What follows belongs to an exercise in optimizing a design on an open flow for a short achievable clock period and few clock cycles per item; a production flow would make more cautious choices. No run shown here included a check of the RTL's function; only the layout flow was run.

## flow/design.v

```verilog
`default_nettype none
package damsu_pkg;
	localparam int unsigned WINDOW_LEN  = 10;
	localparam int unsigned SAMPLE_BITS = 12;
	localparam int unsigned SUM_W       = 16;
	localparam int unsigned VREF_W  = 13;
	localparam int unsigned RATIO_W = 16;
	localparam int unsigned DROP_W  = 10;
	localparam int unsigned OFFS_W  = 10;
	localparam logic [VREF_W-1:0]  VREF_RST  = VREF_W'(3300);
	localparam logic [RATIO_W-1:0] RATIO_RST = RATIO_W'(26438);
	localparam logic [DROP_W-1:0]  DROP_RST  = DROP_W'(400);
	localparam logic [OFFS_W-1:0]  OFFS_RST  = OFFS_W'(500);
	localparam int unsigned PADDR_W   = 4;
	localparam int unsigned PDATA_W   = 32;
	localparam int unsigned REG_IDX_W = 2;
	localparam logic [REG_IDX_W-1:0] REG_VREF  = 2'd0;
	localparam logic [REG_IDX_W-1:0] REG_RATIO = 2'd1;
	localparam logic [REG_IDX_W-1:0] REG_DROP  = 2'd2;
	localparam logic [REG_IDX_W-1:0] REG_OFFS  = 2'd3;
	localparam int unsigned   BSH  = 46;
	localparam int unsigned   G_W  = 48;
	localparam int unsigned   BP_W = 64;
	localparam int unsigned   K_W  = 29;
	localparam int unsigned   ACC_W = 56;
	localparam logic [50:0]   BC   = 51'd1801879762999713;
	localparam int unsigned   TSH  = 41;
	localparam int unsigned   V_W  = 43;
	localparam int unsigned   TP_W = 59;
	localparam logic [39:0]   TC   = 40'd1099243128799;
	localparam int unsigned OUT_W      = 17;
	localparam int unsigned TEMP_MAX   = 50000;
endpackage
`default_nettype wire
`default_nettype none
import damsu_pkg::*;
module damsu_regs (
	input  wire logic               clk,
	input  wire logic               arst_n,
	input  wire logic               psel,
	input  wire logic               penable,
	input  wire logic               pwrite,
	input  wire logic [PADDR_W-1:0] paddr,
	input  wire logic [PDATA_W-1:0] pwdata,
	output logic      [PDATA_W-1:0] prdata,
	output logic                    pready,
	output logic      [VREF_W-1:0]  vref,
	output logic      [RATIO_W-1:0] ratio,
	output logic      [DROP_W-1:0]  drop,
	output logic      [OFFS_W-1:0]  offs,
	output logic                    wr_gain
);
	logic                 wen;
	logic [REG_IDX_W-1:0] idx;
	logic [VREF_W-1:0]    vref_q;
	logic [RATIO_W-1:0]   ratio_q;
	logic [DROP_W-1:0]    drop_q;
	logic [OFFS_W-1:0]    offs_q;
	logic [15:0]          rd_q;
	logic [15:0]          rd_d;
	assign wen     = psel & penable & pwrite;
	assign idx     = paddr[PADDR_W-1:2];
	assign pready  = 1'b1;
	assign wr_gain = wen & ((idx == REG_VREF) | (idx == REG_RATIO));
	always_ff @(posedge clk or negedge arst_n) begin
		if (!arst_n) begin
			vref_q  <= VREF_RST;
			ratio_q <= RATIO_RST;
			drop_q  <= DROP_RST;
			offs_q  <= OFFS_RST;
		end else if (wen) begin
			unique case (idx)
				REG_VREF:  vref_q  <= pwdata[VREF_W-1:0];
				REG_RATIO: ratio_q <= pwdata[RATIO_W-1:0];
				REG_DROP:  drop_q  <= pwdata[DROP_W-1:0];
				REG_OFFS:  offs_q  <= pwdata[OFFS_W-1:0];
			endcase
		end
	end
	always_comb begin
		unique case (idx)
			REG_VREF:  rd_d = 16'(vref_q);
			REG_RATIO: rd_d = ratio_q;
			REG_DROP:  rd_d = 16'(drop_q);
			REG_OFFS:  rd_d = 16'(offs_q);
		endcase
	end
	always_ff @(posedge clk) begin
		rd_q <= rd_d;
	end
	assign prdata = {16'd0, rd_q};
	assign vref   = vref_q;
	assign ratio  = ratio_q;
	assign drop   = drop_q;
	assign offs   = offs_q;
endmodule
`default_nettype wire
`default_nettype none
import damsu_pkg::*;
module damsu_window (
	input  wire logic                   clk,
	input  wire logic                   arst_n,
	input  wire logic                   accept,
	input  wire logic [SAMPLE_BITS-1:0] battery_sample,
	input  wire logic [SAMPLE_BITS-1:0] thermistor_sample,
	input  wire logic                   pop,
	output logic                        avail,
	output logic      [2:0]             inflight,
	output logic      [SUM_W-1:0]       bsum,
	output logic      [SUM_W-1:0]       tsum,
	output logic                        full
);
	localparam int unsigned ENT_W = 2 * SUM_W + 1;
	localparam int unsigned NQ    = 5;
	logic [SAMPLE_BITS-1:0] bring [WINDOW_LEN];
	logic [SAMPLE_BITS-1:0] tring [WINDOW_LEN];
	logic [3:0]             fill_q;
	logic                   full_ok;
	logic                   old_ok;
	logic [SAMPLE_BITS-1:0] bold;
	logic [SAMPLE_BITS-1:0] told;
	logic                   a0_q;
	logic [SAMPLE_BITS-1:0] bin0_q;
	logic [SAMPLE_BITS-1:0] tin0_q;
	logic                   full0_q;
	logic [SAMPLE_BITS-1:0] bold0_q;
	logic [SAMPLE_BITS-1:0] told0_q;
	logic                   a1_q;
	logic [SAMPLE_BITS-1:0] bin1_q;
	logic [SAMPLE_BITS-1:0] tin1_q;
	logic [SUM_W-1:0]       bdif1_q;
	logic [SUM_W-1:0]       tdif1_q;
	logic                   full1_q;
	logic                   a2_q;
	logic                   full2_q;
	logic [SUM_W-1:0]       b10_q;
	logic [SUM_W-1:0]       t10_q;
	logic [ENT_W-1:0]       ent_d;
	logic [ENT_W-1:0]       ent_q [NQ];
	logic [2:0]             cnt_q;
	logic [2:0]             cnt_d;
	logic [NQ-1:0]          wr_np;
	logic [NQ-1:0]          wr_p;
	logic [NQ-1:0]          we;
	assign full_ok = (fill_q >= 4'(WINDOW_LEN - 1));
	assign old_ok  = (fill_q >= 4'(WINDOW_LEN));
	always_comb begin
		if (!old_ok) begin
			bold = '0;
			told = '0;
		end else if (a0_q && a1_q) begin
			bold = bring[WINDOW_LEN-3];
			told = tring[WINDOW_LEN-3];
		end else if (a0_q || a1_q) begin
			bold = bring[WINDOW_LEN-2];
			told = tring[WINDOW_LEN-2];
		end else begin
			bold = bring[WINDOW_LEN-1];
			told = tring[WINDOW_LEN-1];
		end
	end
	always_ff @(posedge clk) begin
		bin0_q  <= battery_sample;
		tin0_q  <= thermistor_sample;
		full0_q <= full_ok;
		bold0_q <= bold;
		told0_q <= told;
	end
	always_ff @(posedge clk or negedge arst_n) begin
		if (!arst_n) begin
			a0_q   <= 1'b0;
			a1_q   <= 1'b0;
			a2_q   <= 1'b0;
			fill_q <= '0;
		end else begin
			a0_q <= accept;
			a1_q <= a0_q;
			a2_q <= a1_q;
			if (accept && !old_ok) begin
				fill_q <= fill_q + 4'd1;
			end
		end
	end
	always_ff @(posedge clk) begin
		bin1_q  <= bin0_q;
		tin1_q  <= tin0_q;
		bdif1_q <= SUM_W'(bin0_q) - SUM_W'(bold0_q);
		tdif1_q <= SUM_W'(tin0_q) - SUM_W'(told0_q);
		full1_q <= full0_q;
		full2_q <= full1_q;
	end
	always_ff @(posedge clk) begin
		if (a1_q) begin
			bring[0] <= bin1_q;
			tring[0] <= tin1_q;
			for (int i = 1; i < WINDOW_LEN; i++) begin
				bring[i] <= bring[i-1];
				tring[i] <= tring[i-1];
			end
		end
	end
	always_ff @(posedge clk or negedge arst_n) begin
		if (!arst_n) begin
			b10_q <= '0;
			t10_q <= '0;
		end else if (a1_q) begin
			b10_q <= b10_q + bdif1_q;
			t10_q <= t10_q + tdif1_q;
		end
	end
	assign ent_d = {b10_q, t10_q, full2_q};
	assign cnt_d = pop ? (cnt_q + 3'(a2_q) - 3'd1) : (cnt_q + 3'(a2_q));
	always_comb begin
		for (int i = 0; i < NQ; i++) begin
			wr_np[i] = a2_q && (cnt_q == 3'(i));
			wr_p[i]  = a2_q && (cnt_q == 3'(i + 1));
			we[i]    = pop ? wr_p[i] : wr_np[i];
		end
	end
	always_ff @(posedge clk) begin
		for (int i = 0; i < NQ; i++) begin
			if (we[i]) begin
				ent_q[i] <= ent_d;
			end else if (pop && i < NQ - 1) begin
				ent_q[i] <= ent_q[(i < NQ - 1) ? i + 1 : i];
			end
		end
	end
	always_ff @(posedge clk or negedge arst_n) begin
		if (!arst_n) begin
			cnt_q <= 3'd0;
		end else begin
			cnt_q <= cnt_d;
		end
	end
	assign avail    = (cnt_q != 3'd0);
	assign inflight = cnt_q + 3'(a0_q) + 3'(a1_q) + 3'(a2_q);
	assign bsum     = ent_q[0][ENT_W-1 -: SUM_W];
	assign tsum     = ent_q[0][1 +: SUM_W];
	assign full     = ent_q[0][0];
endmodule
`default_nettype wire
`default_nettype none
import damsu_pkg::*;
module damsu_cdiv (
	input  wire logic               clk,
	input  wire logic               arst_n,
	input  wire logic [VREF_W-1:0]  vref,
	input  wire logic [RATIO_W-1:0] ratio,
	input  wire logic [OFFS_W-1:0]  offs,
	input  wire logic               restart,
	output logic                    ready_nxt,
	output logic      [G_W-1:0]     g1,
	output logic      [G_W+1:0]     g3,
	output logic      [V_W-1:0]     v1,
	output logic      [V_W+1:0]     v3,
	output logic      [17:0]        noffs
);
	localparam logic [3:0] ST_READY = 4'd12;
	localparam logic [3:0] ST_DONE  = 4'd12;
	logic [3:0]       st_q;
	logic [3:0]       st_d;
	logic [14:0]      vr3_q;
	logic [13:0]      kacc_q;
	logic [3:0]       kd_q;
	logic [3:0]       rdig;
	logic [15:0]      rsh_q;
	logic [14:0]      kpa;
	logic [14:0]      kpb;
	logic [17:0]      ksum;
	logic [16:0]      mk_q;
	logic [ACC_W-1:0] tm_q;
	logic [ACC_W-1:0] tmul;
	logic [52:0]      acc_q;
	logic [ACC_W-1:0] acc_sum;
	logic [17:0]      g3a_q;
	logic [17:0]      g3b_q;
	logic [15:0]      g3c_q;
	logic [18:0]      g3b_d;
	logic [16:0]      g3c_d;
	logic [V_W-1:0]   v1_q;
	logic [18:0]      vx_q;
	logic [25:0]      vz_q;
	logic [20:0]      vx3_q;
	logic [27:0]      vz3_q;
	logic [V_W+1:0]   v3_q;
	logic [17:0]      noffs_q;
	logic [13:0]      o10_q;
	always_comb begin
		if (restart) begin
			st_d = 4'd0;
		end else if (st_q == ST_DONE) begin
			st_d = ST_DONE;
		end else begin
			st_d = st_q + 4'd1;
		end
	end
	always_ff @(posedge clk or negedge arst_n) begin
		if (!arst_n) begin
			st_q <= 4'd0;
		end else begin
			st_q <= st_d;
		end
	end
	assign ready_nxt = (st_d >= ST_READY);
	assign rdig = rsh_q[3:0];
	always_comb begin
		unique case (rdig[1:0])
			2'd0: kpa = '0;
			2'd1: kpa = 15'(vref);
			2'd2: kpa = 15'(vref) << 1;
			2'd3: kpa = vr3_q;
		endcase
		unique case (rdig[3:2])
			2'd0: kpb = '0;
			2'd1: kpb = 15'(vref);
			2'd2: kpb = 15'(vref) << 1;
			2'd3: kpb = vr3_q;
		endcase
		ksum = 18'(kacc_q) + 18'(mk_q);
	end
	always_comb begin
		unique case (kd_q)
			4'd0:  tmul = '0;
			4'd1:  tmul = ACC_W'(BC) * ACC_W'(1);
			4'd2:  tmul = ACC_W'(BC) * ACC_W'(2);
			4'd3:  tmul = ACC_W'(BC) * ACC_W'(3);
			4'd4:  tmul = ACC_W'(BC) * ACC_W'(4);
			4'd5:  tmul = ACC_W'(BC) * ACC_W'(5);
			4'd6:  tmul = ACC_W'(BC) * ACC_W'(6);
			4'd7:  tmul = ACC_W'(BC) * ACC_W'(7);
			4'd8:  tmul = ACC_W'(BC) * ACC_W'(8);
			4'd9:  tmul = ACC_W'(BC) * ACC_W'(9);
			4'd10: tmul = ACC_W'(BC) * ACC_W'(10);
			4'd11: tmul = ACC_W'(BC) * ACC_W'(11);
			4'd12: tmul = ACC_W'(BC) * ACC_W'(12);
			4'd13: tmul = ACC_W'(BC) * ACC_W'(13);
			4'd14: tmul = ACC_W'(BC) * ACC_W'(14);
			4'd15: tmul = ACC_W'(BC) * ACC_W'(15);
		endcase
	end
	assign acc_sum = ACC_W'(acc_q) + tm_q;
	assign g3b_d   = {1'b0, acc_q[33:17], 1'b1} + {1'b0, acc_q[32:16], g3a_q[17]};
	assign g3c_d   = {1'b0, acc_q[47:34], 1'b1} + {1'b0, acc_q[47:33], g3b_q[17]};
	always_ff @(posedge clk) begin
		vr3_q <= 15'(vref) + (15'(vref) << 1);
		mk_q <= 17'(kpa) + (17'(kpb) << 2);
		if (st_q == 4'd0) begin
			rsh_q  <= ratio;
			kacc_q <= '0;
		end else begin
			rsh_q <= rsh_q >> 4;
		end
		if (st_q >= 4'd2) begin
			kd_q   <= ksum[3:0];
			kacc_q <= ksum[17:4];
		end
		tm_q <= tmul;
		if (st_q == 4'd3) begin
			acc_q <= 53'd1 << 32;
		end else if (st_q >= 4'd4 && st_q <= 4'd11) begin
			acc_q <= 53'(acc_sum >> 4);
		end
		vx_q  <= 19'(vref) + (19'(vref) << 5);
		vz_q  <= 26'(vref) + (26'(vref) << 12);
		v1_q  <= V_W'(vx_q) + (V_W'(vz_q) << 17);
		vx3_q <= 21'(vr3_q) + (21'(vr3_q) << 5);
		vz3_q <= 28'(vr3_q) + (28'(vr3_q) << 12);
		v3_q  <= (V_W + 2)'(vx3_q) + ((V_W + 2)'(vz3_q) << 17);
		g3a_q <= 18'(acc_q[16:0]) + 18'({acc_q[15:0], 1'b0});
		g3b_q <= g3b_d[18:1];
		g3c_q <= g3c_d[16:1];
		o10_q   <= (14'(offs) << 3) + (14'(offs) << 1);
		noffs_q <= 18'd0 - 18'(o10_q);
	end
	assign g1    = acc_q[G_W-1:0];
	assign g3    = {g3c_q, g3b_q[16:0], g3a_q[16:0]};
	assign v1    = v1_q;
	assign v3    = v3_q;
	assign noffs = noffs_q;
endmodule
`default_nettype wire
`default_nettype none
import damsu_pkg::*;
module damsu_scale (
	input  wire logic               clk,
	input  wire logic               arst_n,
	input  wire logic               en,
	input  wire logic               in_v,
	input  wire logic [SUM_W-1:0]   bsum,
	input  wire logic [SUM_W-1:0]   tsum,
	input  wire logic               full,
	input  wire logic [G_W-1:0]     g1,
	input  wire logic [G_W+1:0]     g3,
	input  wire logic [V_W-1:0]     v1,
	input  wire logic [V_W+1:0]     v3,
	input  wire logic [DROP_W-1:0]  drop,
	input  wire logic [17:0]        noffs,
	output logic                    out_v,
	output logic      [OUT_W-1:0]   out_batt,
	output logic      [OUT_W-1:0]   out_temp,
	output logic                    out_full
);
	logic [BP_W-1:0] bpp [9];
	logic [TP_W-1:0] tpp [9];
	logic [BP_W-1:0] ba [6];
	logic [BP_W-1:0] bb [4];
	logic [TP_W-1:0] ta [6];
	logic [TP_W-1:0] tb [4];
	logic [BP_W-1:0] bx_q [4];
	logic [TP_W-1:0] tx_q [4];
	logic [BP_W-1:0] bc3 [3];
	logic [TP_W-1:0] tc3 [3];
	logic [BP_W-1:0] by_q [2];
	logic [TP_W-1:0] ty_q [2];
	logic            v1_q;
	logic            f1_q;
	logic            vy_q;
	logic            fy_q;
	logic [BP_W-1:0] bs2;
	logic [BP_W-1:0] bc2;
	logic [TP_W-1:0] ts2;
	logic [TP_W-1:0] tc2;
	localparam int unsigned BLO = 23;
	localparam int unsigned TLO = 20;
	logic [BP_W-1:0] by_d [2];
	logic [TP_W-1:0] ty_d [2];
	logic [BLO:0]    bll;
	logic [TLO:0]    tll;
	logic            bcl_q;
	logic            tcl_q;
	logic [BSH-BLO+1:0] blo;
	logic [TSH-TLO+1:0] tlo;
	logic [17:0]     bh_q;
	logic            bcy_q;
	logic [17:0]     th_q;
	logic            tcy_q;
	logic            v2_q;
	logic            f2_q;
	logic [17:0]      braw;
	logic [17:0]      traw;
	logic [OUT_W-1:0] batt_d;
	logic [OUT_W-1:0] temp_d;
	logic [OUT_W-1:0] batt_q;
	logic [OUT_W-1:0] temp_q;
	logic             full_q;
	logic             ov_q;
	always_comb begin
		for (int i = 0; i < 8; i++) begin
			unique case (bsum[2*i +: 2])
				2'd0: bpp[i] = '0;
				2'd1: bpp[i] = BP_W'(g1) << (2 * i);
				2'd2: bpp[i] = BP_W'(g1) << (2 * i + 1);
				2'd3: bpp[i] = BP_W'(g3) << (2 * i);
			endcase
			unique case (tsum[2*i +: 2])
				2'd0: tpp[i] = '0;
				2'd1: tpp[i] = TP_W'(v1) << (2 * i);
				2'd2: tpp[i] = TP_W'(v1) << (2 * i + 1);
				2'd3: tpp[i] = TP_W'(v3) << (2 * i);
			endcase
		end
		bpp[8] = (BP_W'(1) << (BSH - 1)) | (BP_W'(drop) << BSH);
		tpp[8] = {noffs, 1'b0, TC};
		for (int j = 0; j < 3; j++) begin
			ba[2*j]   = bpp[3*j] ^ bpp[3*j+1] ^ bpp[3*j+2];
			ba[2*j+1] = ((bpp[3*j] & bpp[3*j+1]) | (bpp[3*j] & bpp[3*j+2]) | (bpp[3*j+1] & bpp[3*j+2])) << 1;
			ta[2*j]   = tpp[3*j] ^ tpp[3*j+1] ^ tpp[3*j+2];
			ta[2*j+1] = ((tpp[3*j] & tpp[3*j+1]) | (tpp[3*j] & tpp[3*j+2]) | (tpp[3*j+1] & tpp[3*j+2])) << 1;
		end
		for (int j = 0; j < 2; j++) begin
			bb[2*j]   = ba[3*j] ^ ba[3*j+1] ^ ba[3*j+2];
			bb[2*j+1] = ((ba[3*j] & ba[3*j+1]) | (ba[3*j] & ba[3*j+2]) | (ba[3*j+1] & ba[3*j+2])) << 1;
			tb[2*j]   = ta[3*j] ^ ta[3*j+1] ^ ta[3*j+2];
			tb[2*j+1] = ((ta[3*j] & ta[3*j+1]) | (ta[3*j] & ta[3*j+2]) | (ta[3*j+1] & ta[3*j+2])) << 1;
		end
	end
	always_ff @(posedge clk) begin
		if (en) begin
			for (int j = 0; j < 4; j++) begin
				bx_q[j] <= bb[j];
				tx_q[j] <= tb[j];
			end
			f1_q <= full;
		end
	end
	always_comb begin
		bc3[0] = bx_q[0] ^ bx_q[1] ^ bx_q[2];
		bc3[1] = ((bx_q[0] & bx_q[1]) | (bx_q[0] & bx_q[2]) | (bx_q[1] & bx_q[2])) << 1;
		bc3[2] = bx_q[3];
		tc3[0] = tx_q[0] ^ tx_q[1] ^ tx_q[2];
		tc3[1] = ((tx_q[0] & tx_q[1]) | (tx_q[0] & tx_q[2]) | (tx_q[1] & tx_q[2])) << 1;
		tc3[2] = tx_q[3];
	end
	always_comb begin
		by_d[0] = bc3[0] ^ bc3[1] ^ bc3[2];
		by_d[1] = ((bc3[0] & bc3[1]) | (bc3[0] & bc3[2]) | (bc3[1] & bc3[2])) << 1;
		ty_d[0] = tc3[0] ^ tc3[1] ^ tc3[2];
		ty_d[1] = ((tc3[0] & tc3[1]) | (tc3[0] & tc3[2]) | (tc3[1] & tc3[2])) << 1;
		bll     = (BLO + 1)'(by_d[0][BLO-1:0]) + (BLO + 1)'(by_d[1][BLO-1:0]);
		tll     = (TLO + 1)'(ty_d[0][TLO-1:0]) + (TLO + 1)'(ty_d[1][TLO-1:0]);
	end
	always_ff @(posedge clk) begin
		if (en) begin
			by_q[0] <= by_d[0];
			by_q[1] <= by_d[1];
			ty_q[0] <= ty_d[0];
			ty_q[1] <= ty_d[1];
			bcl_q   <= bll[BLO];
			tcl_q   <= tll[TLO];
			fy_q    <= f1_q;
		end
	end
	always_comb begin
		bs2 = by_q[0];
		bc2 = by_q[1];
		ts2 = ty_q[0];
		tc2 = ty_q[1];
		blo = {1'b0, bs2[BSH-1:BLO], 1'b1} + {1'b0, bc2[BSH-1:BLO], bcl_q};
		tlo = {1'b0, ts2[TSH-1:TLO], 1'b1} + {1'b0, tc2[TSH-1:TLO], tcl_q};
	end
	always_ff @(posedge clk) begin
		if (en) begin
			bcy_q <= blo[BSH-BLO+1];
			bh_q  <= bs2[BP_W-1:BSH] + bc2[BP_W-1:BSH];
			tcy_q <= tlo[TSH-TLO+1];
			th_q  <= ts2[TP_W-1:TSH] + tc2[TP_W-1:TSH];
			f2_q  <= fy_q;
		end
	end
	always_comb begin
		braw   = bh_q + 18'(bcy_q);
		traw   = th_q + 18'(tcy_q);
		batt_d = braw[17] ? OUT_W'(131071) : braw[OUT_W-1:0];
		temp_d = (!traw[17] && (traw[16:0] > OUT_W'(TEMP_MAX))) ? OUT_W'(TEMP_MAX) : traw[OUT_W-1:0];
	end
	always_ff @(posedge clk) begin
		batt_q <= (batt_q & {OUT_W{~en}}) | (batt_d & {OUT_W{en}});
		temp_q <= (temp_q & {OUT_W{~en}}) | (temp_d & {OUT_W{en}});
		full_q <= (full_q & ~en) | (f2_q & en);
	end
	always_ff @(posedge clk or negedge arst_n) begin
		if (!arst_n) begin
			v1_q <= 1'b0;
			vy_q <= 1'b0;
			v2_q <= 1'b0;
			ov_q <= 1'b0;
		end else if (en) begin
			v1_q <= in_v;
			vy_q <= v1_q;
			v2_q <= vy_q;
			ov_q <= v2_q;
		end
	end
	assign out_v    = ov_q;
	assign out_batt = batt_q;
	assign out_temp = temp_q;
	assign out_full = full_q;
endmodule
`default_nettype wire
`default_nettype none
import damsu_pkg::*;
module dual_adc_moving_average_scaler_unit (
	input  wire logic                   clk,
	input  wire logic                   arst_n,
	input  wire logic                   psel,
	input  wire logic                   penable,
	input  wire logic                   pwrite,
	input  wire logic [PADDR_W-1:0]     paddr,
	input  wire logic [PDATA_W-1:0]     pwdata,
	output logic      [PDATA_W-1:0]     prdata,
	output logic                        pready,
	input  wire logic                   in_valid,
	output logic                        in_ready,
	input  wire logic [SAMPLE_BITS-1:0] battery_sample,
	input  wire logic [SAMPLE_BITS-1:0] thermistor_sample,
	output logic                        out_valid,
	input  wire logic                   out_ready,
	output logic      [OUT_W-1:0]       battery_mv,
	output logic signed [OUT_W-1:0]     temperature_centi_c,
	output logic                        window_full
);
	logic [VREF_W-1:0]  vref;
	logic [RATIO_W-1:0] ratio;
	logic [DROP_W-1:0]  drop;
	logic [OFFS_W-1:0]  offs;
	logic               wr_gain;
	logic               cfg_ready_nxt;
	logic [G_W-1:0]     g1;
	logic [G_W+1:0]     g3;
	logic [V_W-1:0]     v1;
	logic [V_W+1:0]     v3;
	logic [17:0]        noffs;
	logic               in_ready_q;
	logic               accept;
	logic               en;
	logic               pop;
	logic               avail;
	logic [2:0]         inflight;
	logic [SUM_W-1:0]   bsum;
	logic [SUM_W-1:0]   tsum;
	logic               full;
	logic               out_v;
	logic [OUT_W-1:0]   out_batt;
	logic [OUT_W-1:0]   out_temp;
	logic               out_full;
	logic               room_nxt;
	damsu_regs u_regs (
		.clk     (clk),
		.arst_n  (arst_n),
		.psel    (psel),
		.penable (penable),
		.pwrite  (pwrite),
		.paddr   (paddr),
		.pwdata  (pwdata),
		.prdata  (prdata),
		.pready  (pready),
		.vref    (vref),
		.ratio   (ratio),
		.drop    (drop),
		.offs    (offs),
		.wr_gain (wr_gain)
	);
	damsu_cdiv u_cdiv (
		.clk       (clk),
		.arst_n    (arst_n),
		.vref      (vref),
		.ratio     (ratio),
		.offs      (offs),
		.restart   (wr_gain),
		.ready_nxt (cfg_ready_nxt),
		.g1        (g1),
		.g3        (g3),
		.v1        (v1),
		.v3        (v3),
		.noffs     (noffs)
	);
	assign en     = ~out_v | out_ready;
	assign accept = in_valid & in_ready_q;
	assign pop    = avail & en;
	damsu_window u_window (
		.clk               (clk),
		.arst_n            (arst_n),
		.accept            (accept),
		.battery_sample    (battery_sample),
		.thermistor_sample (thermistor_sample),
		.pop               (pop),
		.avail             (avail),
		.inflight          (inflight),
		.bsum              (bsum),
		.tsum              (tsum),
		.full              (full)
	);
	damsu_scale u_scale (
		.clk      (clk),
		.arst_n   (arst_n),
		.en       (en),
		.in_v     (avail),
		.bsum     (bsum),
		.tsum     (tsum),
		.full     (full),
		.g1       (g1),
		.g3       (g3),
		.v1       (v1),
		.v3       (v3),
		.drop     (drop),
		.noffs    (noffs),
		.out_v    (out_v),
		.out_batt (out_batt),
		.out_temp (out_temp),
		.out_full (out_full)
	);
	assign room_nxt = (inflight <= 3'd3)
	                | ((inflight == 3'd4) & ~(accept & ~pop))
	                | ((inflight == 3'd5) & pop & ~accept);
	always_ff @(posedge clk) begin
		in_ready_q <= cfg_ready_nxt & room_nxt;
	end
	assign in_ready            = in_ready_q;
	assign out_valid           = out_v;
	assign battery_mv          = out_batt;
	assign temperature_centi_c = $signed(out_temp);
	assign window_full         = out_full;
endmodule
`default_nettype wire
```

## flow/run.sh

```bash
#!/bin/bash
# synth_recipe.tcl (not shown) runs the flow's synth.tcl, then flattens the netlist and writes it again
# the make line also repeats each setting of config.mk as NAME=value (left out here)
make -C /OpenROAD-flow-scripts/flow DESIGN_CONFIG=/design/flow/config.mk WORK_HOME=/design/flow/orfs CLKGATE_MAP_FILE= SYNTH_SCRIPT=/design/flow/synth_recipe.tcl finish
```

## flow/config.mk

```make
export PLATFORM = sky130hd
export DESIGN_NAME = dual_adc_moving_average_scaler_unit
export DESIGN_NICKNAME = dual_adc_moving_average_scaler_unit
export VERILOG_FILES = /design/flow/design.v
export SDC_FILE = /design/flow/constraint.sdc
export NUM_CORES = 4
export LEC_CHECK = 0
export ABC_CLOCK_PERIOD_IN_PS = 2000
export CAP_MARGIN = 20
export CORE_MARGIN = 2
export CORE_UTILIZATION = 50
export SETUP_SLACK_MARGIN = 5
export SLEW_MARGIN = 20
```

## flow/constraint.sdc

```tcl
create_clock -name core_clock -period 8.0 [get_ports {clk}]
set_input_delay 1.6000 -clock core_clock [delete_from_list [all_inputs] [get_ports {clk}]]
set_output_delay 1.6000 -clock core_clock [all_outputs]
set_load 0.01 [all_outputs]
```

==> summary.md, run 1 <==
| Metric | Value |
|---|---|
| CP cell instances | buf_6 |
| GR Overflow Total | 0 |
| Worst path bufs/invs | 1 |
| RSZ-0062 raised after global routing | yes |
| Global-route wire length before repair | ~370000 µm |
| Synth Cell Area | 96800 µm² |
| Max-slew violations | 0 |
| Ys Warns | 22 |
| Vias per cell | between 5 and 6 |
| Max-cap violations | 0 |
| Setup violators final | 0 |
| Synth async-reset ratio | under 10% |
| Worst path max stage delay | between 400 and 500 ps |
| Cts hold-fix bufs | 0 |
| DRC | 0 |
| Initial antenna violation count | 1 |
| Seq/Total Area, Yosys | a little under half |
| Sink Count | 1663 |
| Pin count of the biggest net entering global routing | ~180 |
| Cells on worst reg2reg path | 13 |
| Actual slew at the worst max-slew pin | 1030 ps |
| Vias | a little over 60000 |
| Delay-heaviest family, CP | flip-flops |
| Port-buffer cells | about 100 |
| Final GP Congestion | 0.865 |
| Outcome | complete, no violations |
| Period utilization | between 30 and 40% |
| Clock root cell | clkbuf_16 |
| Row count | roughly 160 |
| Io pins | 137 |
| Die W | ~440 µm |
| Most used DFF post-synth | edfxtp_1 |
| Synth Instances | between 7000 and 8000 |
| Initial Util | ~50% |
| EDFF count, synth | ~1100 |
| Worst Path Arrival | between 1000 and 1500 ps |
| Post-DP HPWL | 155000 µm |
| Nets | between 9000 and 10000 |
| Max Root-Sink Buffers | 3 |
| CP Depth | 1 |
| Core Area | 192000 µm² |
| Vias in the first global route | around 64000 |
| TritonCTS buffer count | ~180 |
| Startpoint Class | flip-flop |
| Synth Register Bits | about 1700 |
| Wirelength, routed | around 240000 µm |
| Area after DPL | around 100000 µm² |
| Initial drt markers | roughly 4700 |
| Syn_area_per_cell | 12.4 µm² |
| Wirelength per Cell | about 22 µm |
| Die Area | between 150000 and 200000 µm² |
| DIE HEIGHT | 444 µm |
| Critical setup path kind | flip-flop to output port |
| Drt first pass iters | 6 |
| Synth cell types | a little over 90 |
| Crit end category | output port |
| Fmax | 324 MHz |
| CTS tree | built |
| Worst skew pair latency | 870 ps |
| Share of cells above drive strength 1 | between 20% and 30% |
| Min-delay worst type | flip-flop to flip-flop |
| Crit Path Max Fanout | 2 |
| Crit-path slowest cell | dfxtp_4 |
| Final hold vios | 0 |
| P&R area growth vs syn | 13.5% |
| Total track usage | between 20% and 30% |
| Antenna viol nets, final | 0 |
| Worst endpoint required time | approximately 6400 ps |
| Worst-path clk slew | around 60 ps |
| Final TNS setup | 0 ps |
| Slew margin rel. | between 30% and 40% |
| Min Tclk post-route | just over 3000 ps |
| Max Clock Skew | 45.8 ps |
| Worst Hold Depth | 0 |
| CTS HTree Levels | 4 |
| Design Area, Final | 110000 µm² |
-- area by class of cell --
class	count	area (µm²)
diodes	2	5.00
clock buffers	249	5170
fillers	15600	82500
clock inverters	88	1100
repair inverters	3	18.8
inverters	691	2640
multi-input cells	4999	49700
repair buffers	361	3270
flip-flops and latches	1663	44800
well taps	2526	3160
-- kinds of logic after synthesis --
kind of cell	synth area share [%]
AO/OA/AOI/OAI	11.5
XOR/XNOR	2.89
adder cells (fa/ha/maj)	18.4
buffers and inverters	4.58
flip-flops	46.0
multiplexers	11.3
other	0.00776
AND/OR/NAND/NOR	5.31
-- metrics by stage --
step	worst slack [ps]	util (%)	std cells	hold slack (ps)
2_1_floorplan	3230	-	7819	310
3_3_place_gp	3270	52.1	10100	312
3_5_place_dp	3200	52.1	10100	312
4_1_cts	4830	56.5	10500	319
5_1_grt	4750	57.1	10600	327
6_report	4910	57.1	10600	319
-- synthesized netlist by cell type, types with 104 or more instances --
cell type	count	area share, %
xnor2_1	216	2.0
o21ai_0	252	1.3
a22oi_1	269	2.1
dfxtp_1	491	10
xor2_1	104	0.94
nand2_1	309	1.2
mux2_2	876	10
edfxtp_1	1073	33
inv_1	690	2.7
nor2b_1	115	0.74
nor2_1	277	1.1
fa_1	571	12
clkbuf_1	375	1.5
a22o_1	471	4.3
ha_1	508	6.6
a21oi_1	214	1.1
-- worst paths after layout --
path	startpoint	to	slack, ps
max	in_ready_q	in_ready	4910
min	u_cdiv.vx_q[13]	u_cdiv.v1_q[13]	320
max reg2reg	u_scale.tcy_q	flip-flop	4910
min reg2reg	u_cdiv.vx_q[13]	u_cdiv.v1_q[13]	320
max in group asynchronous	arst_n	u_regs.vref_q[3]	5860
min in group asynchronous	arst_n	u_window.t10_q[9]	770
-- registers in the layout (all words and copies together) (netlist names), 24 cells and up, named ones only --
register	flops
u_cdiv.acc_q	52
u_scale.tx_q	199
u_cdiv.v3_q	45
u_cdiv.v1_q	42
u_window.bring	120
u_cdiv.vz_q	26
u_scale.ty_q	78
u_window.ent_q	165
u_cdiv.tm_q	24
u_scale.bx_q	213
u_cdiv.vz3_q	28
u_window.tring	120
u_scale.by_q	82
-- cells in the final DEF, fill, tap and decap left out, drive strengths merged, types with 23 or more instances in the layout --
cell and count:
clkinv 58, xor2 104, buf 311, a211oi 65, a21boi 35, xnor2 216
mux2i 87, nor2b 117, a21o 65, nand3 71, clkdlybuf4s50 47, dfrtp 76
a22oi 269, edfxtp 1073, clkbuf 252, o21bai 31, a21oi 215, and3 57
nand4 42, a22o 471, o21ai 254, nand2b 40, nor3 65, nor2 277
dfstp 23, dfxtp 491, nand2 310, mux2 876, or3 23, inv 695
ha 508, fa 571
-- routing by layer --
metal / vias up / GRT usage [%] / wire length (µm)
li1: 28400 / - / -
met1: 31100 / 31.6 / 103000
met2: 2076 / 39.0 / 113000
met3: 595 / 3.44 / 12000
met4: 0 / 9.36 / 8770
met5: - / 0 / 0
-- what timing repair did --
action / CTS / global route
cloned: 5 / 3
gates resized for setup: 593 / 176
setup buffers: 101 / 64
endpoints found under the setup margin: 1158 / 260
pin swaps: 76 / 98
==> inputs of run 2 (changes only) <==
--- a/flow/design.v
+++ b/flow/design.v
@@ -113,3 +113,4 @@
 	localparam int unsigned ENT_W = 2 * SUM_W + 1;
-	localparam int unsigned NQ    = 5;
+	localparam int unsigned NQ    = 4;
+	localparam int unsigned DIF_W = SAMPLE_BITS + 1;
 	logic [SAMPLE_BITS-1:0] bring [WINDOW_LEN];
@@ -124,13 +125,7 @@
 	logic [SAMPLE_BITS-1:0] tin0_q;
+	logic [DIF_W-1:0]       bdif0_q;
+	logic [DIF_W-1:0]       tdif0_q;
 	logic                   full0_q;
-	logic [SAMPLE_BITS-1:0] bold0_q;
-	logic [SAMPLE_BITS-1:0] told0_q;
 	logic                   a1_q;
-	logic [SAMPLE_BITS-1:0] bin1_q;
-	logic [SAMPLE_BITS-1:0] tin1_q;
-	logic [SUM_W-1:0]       bdif1_q;
-	logic [SUM_W-1:0]       tdif1_q;
 	logic                   full1_q;
-	logic                   a2_q;
-	logic                   full2_q;
 	logic [SUM_W-1:0]       b10_q;
@@ -150,6 +145,3 @@
 			told = '0;
-		end else if (a0_q && a1_q) begin
-			bold = bring[WINDOW_LEN-3];
-			told = tring[WINDOW_LEN-3];
-		end else if (a0_q || a1_q) begin
+		end else if (a0_q) begin
 			bold = bring[WINDOW_LEN-2];
@@ -164,5 +156,6 @@
 		tin0_q  <= thermistor_sample;
+		bdif0_q <= DIF_W'(battery_sample) - DIF_W'(bold);
+		tdif0_q <= DIF_W'(thermistor_sample) - DIF_W'(told);
 		full0_q <= full_ok;
-		bold0_q <= bold;
-		told0_q <= told;
+		full1_q <= full0_q;
 	end
@@ -172,3 +165,2 @@
 			a1_q   <= 1'b0;
-			a2_q   <= 1'b0;
 			fill_q <= '0;
@@ -177,3 +169,2 @@
 			a1_q <= a0_q;
-			a2_q <= a1_q;
 			if (accept && !old_ok) begin
@@ -184,13 +175,5 @@
 	always_ff @(posedge clk) begin
-		bin1_q  <= bin0_q;
-		tin1_q  <= tin0_q;
-		bdif1_q <= SUM_W'(bin0_q) - SUM_W'(bold0_q);
-		tdif1_q <= SUM_W'(tin0_q) - SUM_W'(told0_q);
-		full1_q <= full0_q;
-		full2_q <= full1_q;
-	end
-	always_ff @(posedge clk) begin
-		if (a1_q) begin
-			bring[0] <= bin1_q;
-			tring[0] <= tin1_q;
+		if (a0_q) begin
+			bring[0] <= bin0_q;
+			tring[0] <= tin0_q;
 			for (int i = 1; i < WINDOW_LEN; i++) begin
@@ -205,13 +188,13 @@
 			t10_q <= '0;
-		end else if (a1_q) begin
-			b10_q <= b10_q + bdif1_q;
-			t10_q <= t10_q + tdif1_q;
+		end else if (a0_q) begin
+			b10_q <= b10_q + {{(SUM_W-DIF_W){bdif0_q[DIF_W-1]}}, bdif0_q};
+			t10_q <= t10_q + {{(SUM_W-DIF_W){tdif0_q[DIF_W-1]}}, tdif0_q};
 		end
 	end
-	assign ent_d = {b10_q, t10_q, full2_q};
-	assign cnt_d = pop ? (cnt_q + 3'(a2_q) - 3'd1) : (cnt_q + 3'(a2_q));
+	assign ent_d = {b10_q, t10_q, full1_q};
+	assign cnt_d = pop ? (cnt_q + 3'(a1_q) - 3'd1) : (cnt_q + 3'(a1_q));
 	always_comb begin
 		for (int i = 0; i < NQ; i++) begin
-			wr_np[i] = a2_q && (cnt_q == 3'(i));
-			wr_p[i]  = a2_q && (cnt_q == 3'(i + 1));
+			wr_np[i] = a1_q && (cnt_q == 3'(i));
+			wr_p[i]  = a1_q && (cnt_q == 3'(i + 1));
 			we[i]    = pop ? wr_p[i] : wr_np[i];
@@ -236,3 +219,3 @@
 	assign avail    = (cnt_q != 3'd0);
-	assign inflight = cnt_q + 3'(a0_q) + 3'(a1_q) + 3'(a2_q);
+	assign inflight = cnt_q + 3'(a0_q) + 3'(a1_q);
 	assign bsum     = ent_q[0][ENT_W-1 -: SUM_W];
@@ -275,7 +258,5 @@
 	logic [ACC_W-1:0] acc_sum;
-	logic [17:0]      g3a_q;
-	logic [17:0]      g3b_q;
-	logic [15:0]      g3c_q;
-	logic [18:0]      g3b_d;
-	logic [16:0]      g3c_d;
+	logic [G_W+1:0]   g3_q;
+	logic [25:0]      g3lo_q;
+	logic [G_W-1:0]   g1d_q;
 	logic [V_W-1:0]   v1_q;
@@ -342,4 +323,2 @@
 	assign acc_sum = ACC_W'(acc_q) + tm_q;
-	assign g3b_d   = {1'b0, acc_q[33:17], 1'b1} + {1'b0, acc_q[32:16], g3a_q[17]};
-	assign g3c_d   = {1'b0, acc_q[47:34], 1'b1} + {1'b0, acc_q[47:33], g3b_q[17]};
 	always_ff @(posedge clk) begin
@@ -369,5 +348,6 @@
 		v3_q  <= (V_W + 2)'(vx3_q) + ((V_W + 2)'(vz3_q) << 17);
-		g3a_q <= 18'(acc_q[16:0]) + 18'({acc_q[15:0], 1'b0});
-		g3b_q <= g3b_d[18:1];
-		g3c_q <= g3c_d[16:1];
+		g1d_q   <= acc_q[G_W-1:0];
+		g3lo_q  <= 26'(acc_q[24:0]) + 26'({acc_q[23:0], 1'b0});
+		g3_q    <= {(G_W + 2 - 25)'(g1d_q[G_W-1:25]) + (G_W + 2 - 25)'(g1d_q[G_W-1:24]) + (G_W + 2 - 25)'(g3lo_q[25]),
+		            g3lo_q[24:0]};
 		o10_q   <= (14'(offs) << 3) + (14'(offs) << 1);
@@ -376,3 +356,3 @@
 	assign g1    = acc_q[G_W-1:0];
-	assign g3    = {g3c_q, g3b_q[16:0], g3a_q[16:0]};
+	assign g3    = g3_q;
 	assign v1    = v1_q;
@@ -672,5 +652,5 @@
 	);
-	assign room_nxt = (inflight <= 3'd3)
-	                | ((inflight == 3'd4) & ~(accept & ~pop))
-	                | ((inflight == 3'd5) & pop & ~accept);
+	assign room_nxt = (inflight <= 3'd2)
+	                | ((inflight == 3'd3) & ~(accept & ~pop))
+	                | ((inflight == 3'd4) & pop & ~accept);
 	always_ff @(posedge clk) begin
==> run 2 against run 1 <==
Compared with the run above: final cell count decreased by 1.5%; cell area decreased by 2.2%; non-clock buffer count shrank 38; synthesized area fell by 1.4%; wire length up 5.1%; register-to-register slack better by 70 ps; maximum frequency up 1.8%; critical path depth unchanged; die area fell by 1.4%; via count decreased by 0.71%.
==> summary.md, run 2 <==
| Metric | Value |
|---|---|
| Outcome | complete, no violations |
| Initial Util | 50.2% (-0.083 points) |
| Leading cell type by number of instances after synthesis | edfxtp_1 |
| Pin count of the biggest net entering global routing | 169 (-3.4%) |
| Synth Register Bits | 1628 (-2.1%) |
| Crit end category | output port |
| Sink Count | 1628 (-2.1%) |
| CP cell instances | buf_6 |
| Max Clock Skew | 45.5 ps (-0.270 ps) |
| Actual slew at the worst max-slew pin | 1020 ps (-13.8 ps) |
| Initial drt markers | 4795 (+2.9%) |
| Vias per cell | 5.92 (+0.83%) |
| Period utilization | 37.9% (-0.68 points) |
| Top cells by area, synth | edfxtp_1 (32%), fa_1 (12%), mux2_2 (11%), dfxtp_1 (11%), ha_1 (6.6%) |
| Fmax | 330 MHz (+1.8%) |
| Worst path bufs/invs | 1 (unchanged) |
| Final GP Congestion | 0.857 (-0.95%) |
| Top flop regs | u_scale.bx_q (213), u_scale.tx_q (199), u_window.ent_q (132) |
| P&R area growth vs syn | 12.6% |
| Vias in the first global route | 63100 (-1.7%) |
| DRC | 0 (unchanged) |
| Total track usage | 25.3% (+1.6 points) |
| Wirelength per Cell | 23.8 µm (+6.7%) |
| Synth Instances | 7702 (-1.3%) |
| CTS HTree Levels | 4 (unchanged) |
| Worst skew pair latency | 860 ps (about the same) |
| Worst-path clk slew | 70 ps (about the same) |
| Ys Warns | 22 (unchanged) |
| Worst Hold Depth | 0 (unchanged) |
| Global-route wire length before repair | 379000 µm (+3.0%) |
| Antenna viol nets, final | 0 (unchanged) |
| Die Area | 194000 µm² (-1.4%) |
| CTS tree | built |
| Top-area cell type share of the netlist area | 32.0% (-1.3 points) |
| Die W | 441 µm (-0.70%) |
| Slew margin rel. | 31.8% (+0.62 points) |
| Synth top cells by count | edfxtp_1 (1016), mux2_2 (924), inv_1 (629), fa_1 (570), dfxtp_1 (514) |
| RSZ-0062 raised after global routing | yes |
| Synth cell types | 93 (+1.1%) |
| Wirelength, routed | 248000 µm (+5.1%) |
| Synth async-reset ratio | 6.02% (+0.067 points) |
| Port-buffer cells | 101 (unchanged) |
| Io pins | 137 (unchanged) |
| Worst endpoint required time | 6400 ps (about the same) |
| Placed Cells | 9952 (-1.2%) |
| Max-cap violations | 0 (unchanged) |
| Clock root cell | clkbuf_16 |
| Most used DFF post-synth | edfxtp_1 |
| Cells on worst reg2reg path | 10 (-3) |
| Register with the most flip-flops | u_scale.bx_q |
| Share of cells above drive strength 1 | 22.5% (-0.72 points) |
| Setup violators final | 0 (unchanged) |
| Max FFs per register | 213 (unchanged) |
| Drt first pass iters | 8 (+2) |
| Crit Path Max Fanout | 1 (-1) |
| Min-delay worst type | flip-flop to flip-flop |
| Seq/Total Area, Yosys | 45.3% (-0.68 points) |
| Worst path max stage delay | 450 ps (about the same) |
| TritonCTS buffer count | 178 (unchanged) |
| Final TNS setup | 0 ps (unchanged) |
| WHS | 298 ps (-20.8 ps) |
| Post-synth top area cell | edfxtp_1 |
| Crit-path slowest cell | dfxtp_4 |
| CP Depth | 1 (unchanged) |
| Max-slew violations | 0 (unchanged) |
| DIE HEIGHT | 441 µm (-0.70%) |
| Nets | 8895 (-1.6%) |
| R2r setup slk | 4980 ps (+70 ps) |
| Leading cell types in the layout, fill and taps excluded | edfxtp_1 (1016), mux2_2 (897), inv_1 (622), fa_1 (565), ha_1 (482) |
| Design Area, Final | 107000 µm² (-2.2%) |
| EDFF count, synth | 1016 (-5.3%) |
| Core Area | 190000 µm² (-1.2%) |
| Critical setup path kind | flip-flop to output port |
| Initial antenna violation count | 7 (+6) |
| Cts hold-fix bufs | 0 (unchanged) |
| Vias | 61600 (-0.71%) |
| Syn_area_per_cell | 12.4 µm² (-0.10%) |
| Final hold vios | 0 (unchanged) |
| Min Tclk post-route | 3030 ps (-54.6 ps) |
| Worst Path Arrival | 1430 ps (-60 ps) |
| Final non-filler cell total | 10400 (-1.5%) |
| Area after DPL | 98900 µm² (-1.4%) |
| GR Overflow Total | 0 (unchanged) |
| Delay-heaviest family, CP | flip-flops |
| Synth Cell Area | 95400 µm² (-1.4%) |
| Startpoint Class | flip-flop |
| Max Root-Sink Buffers | 3 (unchanged) |
| Post-DP HPWL | 161000 µm (+4.1%) |
| Row count | 160 (-0.62%) |
| Commonest non-fill, non-tap cell in the layout | edfxtp_1 |
## run 2: worst reg2reg max path, cell delays in order, from the launching register on
cell and delay [ps]:
dfxtp_4 410, ha_1 350, nand3_1 110, a21oi_2 230, o21ai_4 110, o31ai_4 360
a41oi_4 190, o41a_4 570, o31a_1 300, o31ai_1 220, a21oi_1 100
## run 2: path summary, 6_finish.rpt
kind	from	to
max reg2reg	u_cdiv.acc_q[5]	u_cdiv.acc_q[48]
min reg2reg	u_cdiv.g3lo_q[10]	u_cdiv.g3_q[10]
min in group asynchronous	arst_n	u_regs.ratio_q[11]
max	u_regs.rd_q[3]	prdata[3]
min	u_cdiv.g3lo_q[10]	u_cdiv.g3_q[10]
max in group asynchronous	arst_n	u_window.a0_q
## run 2: timing repair
| item | CTS | global route |
|---|---|---|
| pin swaps | 54 | 62 |
| setup endpoints to repair | 1017 | 366 |
| buffers inserted | 73 | 46 |
| cloned | 10 | 1 |
| gates resized for setup | 465 | 153 |
## run 2: layer usage
metal  routed length (µm)  global-route usage, %
met4                 7730                   8.41
met5                   40                      0
met1               109000                   34.8
met2               114000                   40.2
met3                17000                   4.99
## run 2: area by class of cell
class                           instances  area, µm²
Fill cell                           15500      82500
Multi-Input combinational cell       4988      49100
Sequential cell                      1628      43500
Clock buffer                          256       5200
Tap cell                             2511       3140
Timing Repair Buffer                  323       3140
Inverter                              631       2400
Clock inverter                         80       1030
Timing Repair inverter                  1       16.3
Antenna cell                            3       7.51
## run 2: cells by family after synthesis
group	count (synthesis)	share of synthesized area [%]
DFF	1628	45.3
AOI/OAI and AO/OA	1503	11.5
buffers and inverters	1105	4.43
adders and majority gates	1077	18.6
and+or+nand+nor	1075	5.42
muxes	990	11.7
xor gates and xnor gates	322	2.95
other	2	0.00787
## run 2: through the flow
stage / util [%] / setup WS, ps
floorplan: - / 3570
global placement: 52.0 / 3350
detailed placement: 52.1 / 3240
CTS: 56.1 / 4790
global route: 56.6 / 4800
finish: 56.6 / 4970
==> inputs of run 3 (changes only) <==
--- a/flow/config.mk
+++ b/flow/config.mk
@@ -10,3 +10,3 @@
 export CORE_MARGIN = 2
-export CORE_UTILIZATION = 50
+export CORE_UTILIZATION = 45
 export SETUP_SLACK_MARGIN = 5
==> run 3 against run 2 <==
Compared with the run above: maximum frequency decreased by 1.6%; sequential cell count unchanged; cell area increased by 0.40%; worst setup slack got worse by 50 ps; via count about the same; final cell count increased by 3.0%; core utilization decreased by 5.5 points; critical endpoint is now u_cdiv.mk_q[16].
==> summary.md, run 3 <==
| Metric | Value |
|---|---|
| Pin count of the biggest net entering global routing | 164 (-3.0%) |
| Leading cell type by number of instances after synthesis | edfxtp_1 |
| WL met1 | 104000 µm (-5.3%) |
| Critical setup path kind | flip-flop to flip-flop |
| Layout fillers | 18100 (+17%) |
| RSZ-0062 raised after global routing | yes |
| Synth top cells by count | edfxtp_1 (1016), mux2_2 (924), inv_1 (629), fa_1 (570), dfxtp_1 (514) |
| Max Root-Sink Buffers | 3 (unchanged) |
| Top-area cell type share of the netlist area | 32.0% (unchanged) |
| DR top layer | met5 |
| Synth Area in Adders | 18.6% (unchanged) |
| Global-route wire length before repair | 372000 µm (-1.9%) |
| Period utilization | 38.6% (+0.62 points) |
| Worst skew pair latency | 870 ps (about the same) |
| Crit end category | flip-flop |
| Initial drt markers | 4945 (+3.1%) |
| Top flop regs | u_scale.bx_q (213), u_scale.tx_q (199), u_window.ent_q (132) |
| Actual slew at the worst max-slew pin | 1020 ps (+4.65 ps) |
| Cells on worst reg2reg path | 12 (+2) |
| Max FFs per register | 213 (unchanged) |
| Post-synthesis compound-gate area fraction | 11.5% (unchanged) |
| Sink Count | 1628 (unchanged) |
| Simple-gate share of the synthesized area | 5.42% (unchanged) |
| Wirelength, routed | 241000 µm (-2.6%) |
| Die W | 465 µm (+5.4%) |
| Min-delay worst type | flip-flop to flip-flop |
| Synth cell types | 93 (unchanged) |
| Final hold vios | 0 (unchanged) |
| RR Startpoint | u_regs.vref_q[3] |
| Clock root cell | clkbuf_16 |
| DIE HEIGHT | 465 µm (+5.4%) |
| TritonCTS buffer count | 177 (-0.56%) |
| Total track usage | 21.9% (-3.4 points) |
| Routed wl met2 | 114000 µm (+0.53%) |
| Io pins | 137 (unchanged) |
| Fmax | 324 MHz (-1.6%) |
| Max-cap violations | 0 (unchanged) |
| EDFF count, synth | 1016 (unchanged) |
| Vias | 61600 (-0.075%) |
| XOR/XNOR Fraction of Synth Area | 2.95% (unchanged) |
| DR WL met3 | 14700 µm (-13%) |
| Final GP Congestion | 0.872 (+1.8%) |
| P&R area growth vs syn | 13.0% |
| GR Overflow Total | 0 (unchanged) |
| Slew margin rel. | 31.8% (about the same) |
| Synth async-reset ratio | 6.02% (unchanged) |
| Core Area | 211000 µm² (+11%) |
| Final TNS setup | 0 ps (unchanged) |
| Nets | 8892 (-0.034%) |
| Worst endpoint required time | 8730 ps (+2330 ps) |
| Vias in the first global route | 63600 (+0.91%) |
| Port-buffer cells | 101 (unchanged) |
| Synth Instances | 7702 (unchanged) |
| Drt first pass iters | 6 (-2) |
| Worst setup path end | u_cdiv.mk_q[16] |
| Wirelength per Cell | 22.5 µm (-5.5%) |
| Top cells by area, synth | edfxtp_1 (32%), fa_1 (12%), mux2_2 (11%), dfxtp_1 (11%), ha_1 (6.6%) |
| Most used DFF post-synth | edfxtp_1 |
| R2r setup slk | 4920 ps (-60 ps) |
| Worst-path clk slew | 60 ps (about the same) |
| Syn_area_per_cell | 12.4 µm² (unchanged) |
| Antenna viol nets, final | 0 (unchanged) |
| CTS tree | built |
| Outcome | complete, no violations |
| CTS HTree Levels | 4 (unchanged) |
| Initial Util | 45.1% (-5.1 points) |
| Synth Cell Area | 95400 µm² (unchanged) |
| Commonest non-fill, non-tap cell in the layout | edfxtp_1 |
| Synth Register Bits | 1628 (unchanged) |
| Share of cells above drive strength 1 | 22.8% (+0.36 points) |
| Max-slew violations | 0 (unchanged) |
| Die Area | 216000 µm² (+11%) |
| Mux share of post-synthesis cell area | 11.7% (unchanged) |
| Cts hold-fix bufs | 0 (unchanged) |
| DRC | 0 (unchanged) |
| Max Clock Skew | 65.6 ps (+20.1 ps) |
| Crit Path Max Fanout | 11 (+10) |
| Seq/Total Area, Yosys | 45.3% (unchanged) |
| Row count | 169 (+5.6%) |
| Combinational family with the most area after synthesis | adder cells |
| Initial antenna violation count | 15 (+8) |
| Setup violators final | 0 (unchanged) |
| Min Tclk post-route | 3080 ps (+49.7 ps) |
| Post-synth top area cell | edfxtp_1 |
| Post-DP HPWL | 160000 µm (-0.57%) |
| Reg2reg end | u_cdiv.mk_q[16] |
| Startpoint Class | flip-flop |
| Leading cell types in the layout, fill and taps excluded | edfxtp_1 (1016), mux2_2 (897), inv_1 (620), fa_1 (564), ha_1 (475) |
| Vias per cell | 5.74 (-3.0%) |
| CP Launch Point | u_regs.vref_q[3] |
| Register with the most flip-flops | u_scale.bx_q |
| Worst Path Arrival | 3820 ps (+2390 ps) |
| Register area | 43500 µm² (about the same) |
| Ys Warns | 22 (unchanged) |
| Multi-input logic area | 49200 µm² (+0.27%) |
[run 3: worst min path at each step]
stage,start,cells past startpoint,slack (ps),endpoint
finish,u_cdiv.g3lo_q[16],0,320,u_cdiv.g3_q[16]
global route,u_cdiv.g3lo_q[6],0,330,u_cdiv.g3_q[6]
CTS,u_cdiv.vx3_q[14],0,330,u_cdiv.v3_q[14]
detailed placement,u_cdiv.g3lo_q[12],0,310,u_cdiv.g3_q[12]
global placement,u_cdiv.g1d_q[0],0,310,u_cdiv.g3_q[0]
floorplan,u_cdiv.g1d_q[0],0,310,u_cdiv.g3_q[0]
[run 3: stage by stage]
| stage | worst slack [ps] | hold slack [ps] | instance area, µm² | util [%] | cells |
|---|---|---|---|---|---|
| after global routing | 4750 | 330 | 108000 | 51.0 | 10700 |
| after floorplan | 3570 | 310 | 95800 | - | 7717 |
| after detailed placement | 3210 | 312 | 99300 | 46.9 | 10300 |
| final | 4920 | 324 | 108000 | 51.0 | 10700 |
| after global placement | 3250 | 311 | 99300 | 46.9 | 10300 |
| after CTS | 4850 | 326 | 107000 | 50.5 | 10700 |
[run 3: final cells by class]
type / instances / area share, %
antenna: 9 / 0.0209
clock buffer: 241 / 4.68
clock inverter: 94 / 1.00
inverter: 631 / 2.23
multi-input combinational: 4989 / 45.6
sequential: 1628 / 40.3
tap: 2821 / 3.27
timing repair buffer: 320 / 2.88
timing repair inverter: 1 / 0.0151
[run 3: cell families after synthesis]
logic type,Yosys count
flip-flops,1628
AO/OA/AOI/OAI,1503
adder cells (fa/ha/maj),1077
XOR/XNOR,322
buffers and inverters,1105
multiplexers,990
other,2
AND/OR/NAND/NOR,1075
[run 3: metal layers]
layer	global-route usage [%]	vias to the layer above
met2	35.9	2119
li1	-	28000
met5	0	-
met1	29.0	30900
met4	8.20	4
met3	3.68	575
[run 3: worst max-delay path, stage by stage (launching register included)]
cell and delay (ps):
dfrtp_1 570, mux2_2 360, a22o_1 190, ha_1 340
nor2b_1 150, o21ai_1 90, a21boi_1 240, o21ai_2 110
a211oi_2 310, nor3_2 100, nor4_2 220, o21bai_1 140
xor2_1 150
[run 3: what timing repair did]
action	4_1_cts	5_1_grt
cloned	8	3
hold endpoints to repair	0	0
setup endpoints to repair	905	382
gates resized for setup	476	169
setup buffers	79	37
pin swaps	51	79
==> inputs of run 4 (changes only) <==
--- a/flow/config.mk
+++ b/flow/config.mk
@@ -8,6 +8,6 @@
 export ABC_CLOCK_PERIOD_IN_PS = 2000
-export CAP_MARGIN = 20
+export CAP_MARGIN = 40
 export CORE_MARGIN = 2
-export CORE_UTILIZATION = 45
+export CORE_UTILIZATION = 50
 export SETUP_SLACK_MARGIN = 5
-export SLEW_MARGIN = 20
+export SLEW_MARGIN = 40
==> run 4 against run 3 <==
Compared with the run above: register-to-register slack improved by 60 ps; clock-buffer cell count decreased by 7; worst setup slack improved by 48 ps; highest routed layer is now met4; final cell count decreased by 2.8%; clock skew decreased by 14 ps; largest cell class unchanged.
==> summary.md, run 4 <==
| Metric | Value |
|---|---|
| Synth Cell Area | 95400 µm² (unchanged) |
| Post-DP HPWL | 162000 µm (+0.78%) |
| Worst endpoint required time | 6400 ps (-2330 ps) |
| CP cell instances | buf_6 |
| Worst path max stage delay | 460 ps (-110 ps) |
| Hold path startpoint | u_cdiv.g3lo_q[7] |
| Setup violators final | 0 (unchanged) |
| Register with the most flip-flops | u_scale.bx_q |
| EDFF count, synth | 1016 (unchanged) |
| Crit end category | output port |
| Core Area | 190000 µm² (-10%) |
| Synth cell types | 93 (unchanged) |
| GR Overflow Total | 0 (unchanged) |
| Pin count of the biggest net entering global routing | 169 (+3.0%) |
| Fmax | 329 MHz (+1.6%) |
| DRC | 0 (unchanged) |
| Max Root-Sink Buffers | 3 (unchanged) |
| Outcome | complete, no violations |
| Cts hold-fix bufs | 0 (unchanged) |
| Worst path bufs/invs | 1 (+1) |
| Syn_area_per_cell | 12.4 µm² (unchanged) |
| Actual slew at the worst max-slew pin | 822 ps (-200 ps) |
| Wirelength, routed | 248000 µm (+2.7%) |
| Initial antenna violation count | 7 (-8) |
| Worst setup path end | prdata[3] |
| Top cells by area, synth | edfxtp_1 (32%), fa_1 (12%), mux2_2 (11%), dfxtp_1 (11%), ha_1 (6.6%) |
| Final non-filler cell total | 10400 (-2.8%) |
| Die Area | 194000 µm² (-9.9%) |
| Total track usage | 25.2% (+3.3 points) |
| CTS HTree Levels | 4 (unchanged) |
| Synth top cells by count | edfxtp_1 (1016), mux2_2 (924), inv_1 (629), fa_1 (570), dfxtp_1 (514) |
| Crit-path slowest cell | dfxtp_4 |
| Io pins | 137 (unchanged) |
| Top-area cell type share of the netlist area | 32.0% (unchanged) |
| Final worst slack | 4960 ps (+47.7 ps) |
| Final hold vios | 0 (unchanged) |
| Worst skew pair latency | 850 ps (-20 ps) |
| Ys Warns | 22 (unchanged) |
| Slew margin rel. | 45.1% (+13 points) |
| Placed Cells | 9954 (-3.0%) |
| Row count | 160 (-5.3%) |
| TritonCTS buffer count | 177 (unchanged) |
| Area after DPL | 99000 µm² (-0.27%) |
| Max FFs per register | 213 (unchanged) |
| Synth async-reset ratio | 6.02% (unchanged) |
| Vias in the first global route | 63100 (-0.77%) |
| Share of cells above drive strength 1 | 22.7% (-0.12 points) |
| CP Launch Point | u_regs.rd_q[3] |
| DIE HEIGHT | 441 µm (-5.1%) |
| Synth Register Bits | 1628 (unchanged) |
| Reg2reg end | u_window.bdif0_q[10] |
| CTS tree | built |
| Antenna viol nets, final | 0 (unchanged) |
| Seq/Total Area, Yosys | 45.3% (unchanged) |
| Port-buffer cells | 101 (unchanged) |
| RR Startpoint | u_window.fill_q[0] |
| Commonest non-fill, non-tap cell in the layout | edfxtp_1 |
| Pre-CTS setup slack | 3450 ps (+237 ps) |
| WHS | 297 ps (-27.3 ps) |
| Max-cap violations | 0 (unchanged) |
| RSZ-0062 raised after global routing | yes |
| P&R area growth vs syn | 12.8% |
| Leading cell type by number of instances after synthesis | edfxtp_1 |
| Max-slew violations | 0 (unchanged) |
| Final GP Congestion | 0.857 (-1.8%) |
| Cells on worst reg2reg path | 17 (+5) |
| Wirelength per Cell | 23.8 µm (+5.6%) |
| Most used DFF post-synth | edfxtp_1 |
| Initial Util | 50.2% (+5.1 points) |
| Final TNS setup | 0 ps (unchanged) |
| R2r setup slk | 4980 ps (+60 ps) |
| Clock root cell | clkbuf_16 |
| Min-delay worst type | flip-flop to flip-flop |
| Nets | 8906 (+0.16%) |
| Delay-heaviest family, CP | flip-flops |
| Worst Path Arrival | 1440 ps (-2380 ps) |
| Post-synth top area cell | edfxtp_1 |
| Die W | 441 µm (-5.1%) |
| Startpoint Class | flip-flop |
| Max Clock Skew | 51.2 ps (-14.4 ps) |
| Worst-path clk slew | 60 ps (about the same) |
| Leading cell types in the layout, fill and taps excluded | edfxtp_1 (1016), mux2_2 (897), inv_1 (622), fa_1 (565), ha_1 (478) |
| Drt first pass iters | 5 (-1) |
| Synth Instances | 7702 (unchanged) |
| Initial drt markers | 4518 (-8.6%) |
| Global-route wire length before repair | 378000 µm (+1.7%) |
| Crit Path Max Fanout | 1 (-10) |
| Vias per cell | 5.91 (+2.9%) |
| Sink Count | 1628 (unchanged) |
| Layout fillers | 15600 (-14%) |
| Critical setup path kind | flip-flop to output port |
| CP Depth | 1 (-11) |
| Design Area, Final | 108000 µm² (-0.25%) |
| Period utilization | 38.0% (-0.60 points) |
| Vias | 61600 (+0.044%) |
| Top flop regs | u_scale.bx_q (213), u_scale.tx_q (199), u_window.ent_q (132) |
| Min Tclk post-route | 3040 ps (-47.7 ps) |
run 4: changes by cell type in the layout (fill, tap and decap cells not counted), moves of 4 or more:
| cell | delta |
|---|---|
| buf_6 | +12 |
| o21ai_2 | -4 |
| a21oi_1 | +6 |
| clkbuf_8 | -12 |
| clkbuf_1 | +6 |
| a21oi_2 | -7 |
| clkinv_1 | -4 |
| bufinv_16 | +6 |
| nand2_4 | -5 |
| diode_2 | -5 |
| nand2_2 | +5 |
| clkinv_2 | +4 |
| o21ai_1 | +6 |
run 4: area by class of cell:
class,count,area (µm²),area share [%]
inverter,631,2410,2.24
multi-input combinational,4989,49100,45.6
tap,2511,3140,2.92
antenna,4,10.0,0.00930
clock buffer,234,4890,4.55
clock inverter,101,1280,1.19
timing repair inverter,1,16.3,0.0151
sequential,1628,43500,40.4
timing repair buffer,334,3280,3.04
run 4: metrics by stage:
stage          utilization, %
2_1_floorplan               -
3_3_place_gp             52.0
3_5_place_dp             52.1
4_1_cts                  56.0
5_1_grt                  56.6
6_report                 56.6
run 4: worst register-to-register path: cells and delay by family, from the launching register on:
family          cells  cell delay (ps)
compound gates      7             1060
xor+xnor            1              160
fa+ha+maj           3              670
buf+inv             3              320
flops               1              370
simple gates        3              380
run 4: layer usage:
metal,vias to the layer above,routed length (µm),part of all wire [%],GRT usage [%]
met5,-,0,0,0
met4,0,8360,3.4,9.16
met3,452,16300,6.6,4.56
met2,2063,114000,46,39.9
met1,31100,109000,44,34.8
li1,28000,-,-,-
run 4: how the worst min path moves through the flow:
stage,to,slack (ps),cells after the start
after floorplan,u_cdiv.g3_q[0],310,0
after global placement,u_cdiv.g3_q[0],310,0
after detailed placement,u_cdiv.g3_q[3],310,0
after CTS,u_cdiv.g3_q[7],290,0
after global routing,u_cdiv.g3_q[7],300,0
final,u_cdiv.g3_q[7],300,0
run 4: cells by family after synthesis:
group	count (synthesis)	synth area share, %
compound gates	1503	11.5
xor+xnor	322	2.95
flops	1628	45.3
other cells	2	0.00787
buf+inv	1105	4.43
fa+ha+maj	1077	18.6
mux	990	11.7
simple gates	1075	5.42
run 4: repair_timing:
| action | 4_1_cts | 5_1_grt |
|---|---|---|
| gates cloned | 8 | 5 |
| resized for setup | 429 | 170 |
| pin swaps | 55 | 58 |
| setup buffers | 78 | 48 |
| setup endpoints to repair | 873 | 437 |

-- port drivers added, routing unchanged --
The flow's constraints put no driver on any port. The routed layouts listed below were extracted and timed again, unchanged, in two steps. Step 1 sets driving cells, clkbuf_16 on the clock port and buf_2 on the other inputs (assumed; they add their load-dependent delay and slew). Step 2 times the ports against the registers' clock, not the clock port: input delays grow and output delays shrink by t, the midpoint of the rising clock arrivals with the driver on. Three values: ideal, step 1, step 2; two values: the first two.
| run | shift t [ns] | slack for setup (ns) | hold slack, ns |
|---|---|---|---|
| run 1 | 0.934 | 4.911 / 4.821 / 4.155 | 0.319 / 0.319 / 0.319 |
| run 2 | 0.932 | 4.966 / 4.875 / 4.102 | 0.298 / 0.298 / 0.298 |
| run 3 | 0.913 | 4.916 / 4.902 / 4.071 | 0.324 / 0.324 / 0.324 |
| run 4 | 0.912 | 4.964 / 4.878 / 4.128 | 0.297 / 0.297 / 0.297 |
After both steps every run listed still meets setup and hold. For run 2, which loses most, drivers alone change the setup slack by -0.091 ns; drivers and shift together by -0.864 ns.
